Context: an optimization exercise on an open-source flow, tuned for small area. The choices shown serve that exercise and are no tape-out recipe. At most, simulation tests tie the RTL to the original design; equivalence was not proved. Power figures rest on the tool's default switching activity, not on a simulated workload.

Setup of red:
## four_channel_rate_limited_averager_top
module four_channel_rate_limited_averager_top (
	input  logic                          clk,
	input  logic                          arst_n,
	input  logic                          s_tvalid,
	output logic                          s_tready,
	input  logic [fcrla_pkg::IN_W-1:0]    s_tdata,
	input  logic [1:0]                    s_tuser,
	output logic                          m_tvalid,
	input  logic                          m_tready,
	output logic [fcrla_pkg::OUT_W-1:0]   m_tdata,
	input  logic                          cfg_we,
	input  logic [fcrla_pkg::IVAL_W-1:0]  cfg_data
);
Size: about 720 cells after synthesis, ~180 flip-flops, roughly 210 I/O pins.
export LEC_CHECK = 0
export CAP_MARGIN = 20
export CORE_MARGIN = 2
export CORE_UTILIZATION = 40
export SLEW_MARGIN = 20
create_clock -name core_clock -period 10.0 [get_ports {clk}]
standard.sh (not shown) runs the stock make flow with config.mk's settings and CLKGATE_MAP_FILE= SYNTH_SCRIPT=/design/flow/synth_recipe.tcl, a recipe that flattens the netlist after the stock synthesis.
==> flow/flow/run.sh <==
#!/bin/bash
# The standard layout with two changes: the port buffers use the smallest
# buffer cell (every port still gets its own buffer), and the clock tree is
# built from fewer, larger clusters without dummy loads.
set -euo pipefail
bash standard.sh \
  BUFFER_PORTS_ARGS="-buffer_cell sky130_fd_sc_hd__buf_1" \
  CTS_ARGS="-sink_clustering_enable -repair_clock_nets -sink_clustering_size 30 -sink_clustering_max_diameter 300 -buf_list sky130_fd_sc_hd__clkbuf_8 -dont_use_dummy_load" \
  finish > make_finish.log 2>&1
red went all the way through synthesis, placement and routing and the layout is clean on timing, DRC and antenna.
## Diff of input files: blue against red
--- a/flow/flow/run.sh
+++ b/flow/flow/run.sh
@@ -8 +8 @@
-  CTS_ARGS="-sink_clustering_enable -repair_clock_nets -sink_clustering_size 30 -sink_clustering_max_diameter 300 -buf_list sky130_fd_sc_hd__clkbuf_8 -dont_use_dummy_load" \
+  CTS_ARGS="-sink_clustering_enable -repair_clock_nets -sink_clustering_size 60 -sink_clustering_max_diameter 300 -buf_list sky130_fd_sc_hd__clkbuf_16 -dont_use_dummy_load" \
## What came out
Each of the runs, namely blue and red, reached the end of the flow and came out clean.
red -> blue: maximum frequency flat
Max fraction of cell area in non-clock buffers across blue and red: red
Relative to red, the relative contribution of the clock network to total power of blue is higher by 6.4 points.
Compared with red, in blue worst-case clock skew went down 9.9 ps, clock buffer instance count of the final layout now sits at about the same level, routed wire length now larger.
From red to blue, critical path depth did not move at all.
The lower post-layout instance area came out of red.
blue and red ended up with nearly the same combinational power.
NOTE global-route wire length before repair red->blue increased slightly

---

## pine
The RTL this note starts from:
==> flow/design.v <==
package fcrla_pkg;
	localparam int MAX_SAMPLES = 4096;
	localparam int SAMPLE_BITS = 16;
	localparam int LANES       = 4;
	localparam int COUNT_W     = 13;
	localparam int TIME_W      = 32;
	localparam int IVAL_W      = 16;
	localparam int TALLY_W     = 13;
	localparam int SUM_W       = 28;
	localparam int IN_W        = 104;
	localparam int OUT_W       = 80;
	localparam logic [IVAL_W-1:0] EMIT_INTERVAL_RESET = IVAL_W'(1000);
	typedef enum logic [1:0] {
		ST_IDLE = 2'd0,
		ST_ACC  = 2'd1,
		ST_DIV  = 2'd2,
		ST_OUT  = 2'd3
	} state_t;
endpackage
module four_channel_rate_limited_averager_top (
	input  logic                          clk,
	input  logic                          arst_n,
	input  logic                          s_tvalid,
	output logic                          s_tready,
	input  logic [fcrla_pkg::IN_W-1:0]    s_tdata,
	input  logic [1:0]                    s_tuser,
	output logic                          m_tvalid,
	input  logic                          m_tready,
	output logic [fcrla_pkg::OUT_W-1:0]   m_tdata,
	input  logic                          cfg_we,
	input  logic [fcrla_pkg::IVAL_W-1:0]  cfg_data
);
	fcrla_pkg::state_t state_q;
	logic [1:0]  ph_q;
	logic [3:0]  step_q;
	logic [15:0] ival_q;
	logic        stream_q;
	logic [31:0] last_q;
	logic        fresh_q;    
	logic        clrp_q;
	logic [11:0] w0h_q, w1h_q, w2h_q, w3h_q;
	logic        smp;
	logic        room;
	logic        accept;
	logic        hit;
	logic        acc_last;
	logic        div;
	logic [15:0] pad;
	logic [27:0] acc;
	logic [27:0] dstep;
	logic [27:0] alu;
	logic [12:0] tally_inc;
	logic [3:0]  step_inc;
	assign smp      = (s_tuser == 2'd0) && stream_q && s_tdata[0];
	assign room     = !m_tdata[76];
	assign acc_last = (state_q == fcrla_pkg::ST_ACC) && (ph_q == 2'd3);
	assign s_tready = ((state_q == fcrla_pkg::ST_IDLE) && !smp) || acc_last;
	assign accept   = s_tvalid && s_tready;
	assign div      = (state_q == fcrla_pkg::ST_DIV);
	always_comb begin
		logic [31:0] t;
		logic [15:0] e;
		logic [15:0] s;
		logic        c;
		logic        ch;
		logic        ge;
		logic        nl;
		logic        hz;
		t = s_tdata[32:1];
		c = 1'b1;
		for (int i = 0; i < 16; i++) begin
			nl   = !(last_q[i] && !fresh_q);
			e[i] = t[i] ^ nl ^ c;
			c    = (t[i] & nl) | (c & (t[i] ^ nl));
		end
		ch = 1'b0;
		for (int i = 0; i < 16; i++) begin
			nl   = !(last_q[16+i] && !fresh_q);
			s[i] = t[16+i] ^ nl ^ ch;
			ch   = (t[16+i] & nl) | (ch & (t[16+i] ^ nl));
		end
		ge = 1'b1;
		for (int i = 0; i < 16; i++) begin
			ge = (e[i] & !ival_q[i]) | (ge & (e[i] ^ !ival_q[i]));
		end
		hz  = c ? (&s) : !(|s);
		hit = !hz || ge;
	end
	always_comb begin
		pad = '0;
		if ((state_q == fcrla_pkg::ST_ACC) && room) begin
			case (ph_q)
				2'd0:    pad = s_tdata[48:33];
				2'd1:    pad = s_tdata[64:49];
				2'd2:    pad = s_tdata[80:65];
				default: pad = s_tdata[96:81];
			endcase
		end
	end
	always_comb begin
		logic [27:0] a;
		logic        c;
		logic        p;
		a = clrp_q ? 28'd0 : {w0h_q, m_tdata[15:0]};
		c = 1'b0;
		for (int i = 0; i < 16; i++) begin
			acc[i] = a[i] ^ pad[i] ^ c;
			c      = (a[i] & pad[i]) | (c & (a[i] ^ pad[i]));
		end
		p = 1'b1;
		for (int i = 16; i < 28; i++) begin
			acc[i] = a[i] ^ (c & p);
			p      = p & a[i];
		end
	end
	always_comb begin
		logic [12:0] tr;
		logic [12:0] d;
		logic        c;
		tr = {w0h_q, m_tdata[15]};
		c  = 1'b1;
		for (int i = 0; i < 13; i++) begin
			d[i] = tr[i] ^ !m_tdata[64+i] ^ c;
			c    = (tr[i] & !m_tdata[64+i]) | (c & (tr[i] ^ !m_tdata[64+i]));
		end
		dstep = {c ? d[11:0] : tr[11:0], m_tdata[14:0], c};
	end
	assign alu = div ? dstep : acc;
	always_ff @(posedge clk) begin
		w3h_q <= alu[27:16];
		w2h_q <= w3h_q;
		w1h_q <= w2h_q;
		w0h_q <= w1h_q;
	end
	always_ff @(posedge clk) begin
		if (state_q != fcrla_pkg::ST_OUT) begin
			m_tdata[63:48] <= alu[15:0];
			m_tdata[47:32] <= m_tdata[63:48];
			m_tdata[31:16] <= m_tdata[47:32];
			m_tdata[15:0]  <= m_tdata[31:16];
		end
	end
	always_comb begin
		logic c;
		c = 1'b1;
		for (int i = 0; i < 13; i++) begin
			tally_inc[i] = m_tdata[64+i] ^ c;
			c            = m_tdata[64+i] & c;
		end
		c = 1'b1;
		for (int i = 0; i < 4; i++) begin
			step_inc[i] = step_q[i] ^ c;
			c           = step_q[i] & c;
		end
	end
	always_ff @(posedge clk or negedge arst_n) begin
		if (!arst_n) begin
			ph_q <= '0;
		end else begin
			ph_q <= ph_q + 2'd1;
		end
	end
	always_ff @(posedge clk) begin
		step_q <= '0;
		if (div) begin
			step_q <= (ph_q == 2'd3) ? step_inc : step_q;
		end
	end
	always_ff @(posedge clk or negedge arst_n) begin
		if (!arst_n) begin
			state_q <= fcrla_pkg::ST_IDLE;
		end else begin
			unique case (state_q)
				fcrla_pkg::ST_IDLE: begin
					if (s_tvalid && smp && (ph_q == 2'd3)) begin
						state_q <= fcrla_pkg::ST_ACC;
					end
				end
				fcrla_pkg::ST_ACC: begin
					if (acc_last) begin
						state_q <= hit ? fcrla_pkg::ST_DIV : fcrla_pkg::ST_IDLE;
					end
				end
				fcrla_pkg::ST_DIV: begin
					if ((step_q == 4'd15) && (ph_q == 2'd3)) begin
						state_q <= fcrla_pkg::ST_OUT;
					end
				end
				default: begin
					if (m_tready) begin
						state_q <= fcrla_pkg::ST_IDLE;
					end
				end
			endcase
		end
	end
	always_ff @(posedge clk or negedge arst_n) begin
		if (!arst_n) begin
			ival_q <= fcrla_pkg::EMIT_INTERVAL_RESET;
		end else if (cfg_we) begin
			ival_q <= cfg_data;
		end
	end
	always_ff @(posedge clk or negedge arst_n) begin
		if (!arst_n) begin
			stream_q       <= 1'b0;
			fresh_q        <= 1'b1;
			m_tdata[76:64] <= '0;
			clrp_q         <= 1'b1;
		end else if ((state_q == fcrla_pkg::ST_OUT) && m_tready) begin
			m_tdata[76:64] <= '0;
			clrp_q         <= 1'b1;
		end else if (accept) begin
			unique case (s_tuser)
				2'd1: begin
					stream_q       <= 1'b1;
					m_tdata[76:64] <= '0;
					clrp_q         <= 1'b1;
				end
				2'd2: stream_q <= 1'b0;
				2'd0: begin
					if (smp) begin
						if (room) begin
							m_tdata[76:64] <= tally_inc;
							clrp_q         <= 1'b0;
						end
						if (hit) begin
							fresh_q <= 1'b0;
						end
					end
				end
				default: ;
			endcase
		end
	end
	always_ff @(posedge clk) begin
		if (accept && smp && hit) begin
			last_q <= s_tdata[32:1];
		end
	end
	assign m_tvalid       = (state_q == fcrla_pkg::ST_OUT);
	assign m_tdata[79:77] = 3'b000;
endmodule
clock: 10.0 ns
lec_check: 0
cap_margin: 20
core_margin: 2
core_utilization: 40
cts_buf_list: sky130_fd_sc_hd__clkbuf_8
slew_margin: 20
==> flow/flow/run.sh <==
#!/bin/bash
# The standard layout, with the port buffers made of the smallest buffer cell
# instead of the default choice. Every port still gets its own buffer.
set -euo pipefail
bash standard.sh BUFFER_PORTS_ARGS="-buffer_cell sky130_fd_sc_hd__buf_1" finish > make_finish.log 2>&1
Setup changes, pine to oak
Settings: an added CTS_CLUSTER_DIAMETER of 200; an added CTS_CLUSTER_SIZE of 30.
==> comparison <==
- Initial antenna violation count came out exactly the same in pine and oak.
- Highest achievable clock rate: pine vs oak identical
- Between pine and oak, the difference in critical path's largest stage delay is negligible.
- oak -> pine: flip-flop and latch share of the layout cell area delta 0, exact match
No functional check of the RTL was part of any run of this note.

re-timing with driven ports:
In the flow no input, the clock included, has a driving cell. The finished layouts below were timed again as built, in two steps.
Step 1 assumes that a clkbuf_16 drives the clock port and a buf_2 every other input.
Step 2, shift: input delay + t, output delay - t, t = (earliest + latest rising clock arrival at the registers) / 2. This alone moves slack from input paths to output paths.
Slacks: ideal ports / drivers / drivers and shift; pairs: ideal ports / drivers.
run	t, ns	setup WS [ns]	worst hold slack (ns)	latest minus earliest clock arrival (ns)
red	0.473	0.332 / 0.353 / -0.120	0.316 / 0.316 / 0.316	0.034 / 0.034
blue	0.457	0.333 / 0.358 / -0.098	0.317 / 0.317 / 0.317	0.025 / 0.025
pine	0.494	0.400 / 0.401 / -0.093	0.331 / 0.331 / 0.331	0.021 / 0.021
oak	0.494	0.400 / 0.401 / -0.093	0.331 / 0.331 / 0.331	0.021 / 0.021
Met with ideal ports but missed after step 2: setup timing in every run listed.
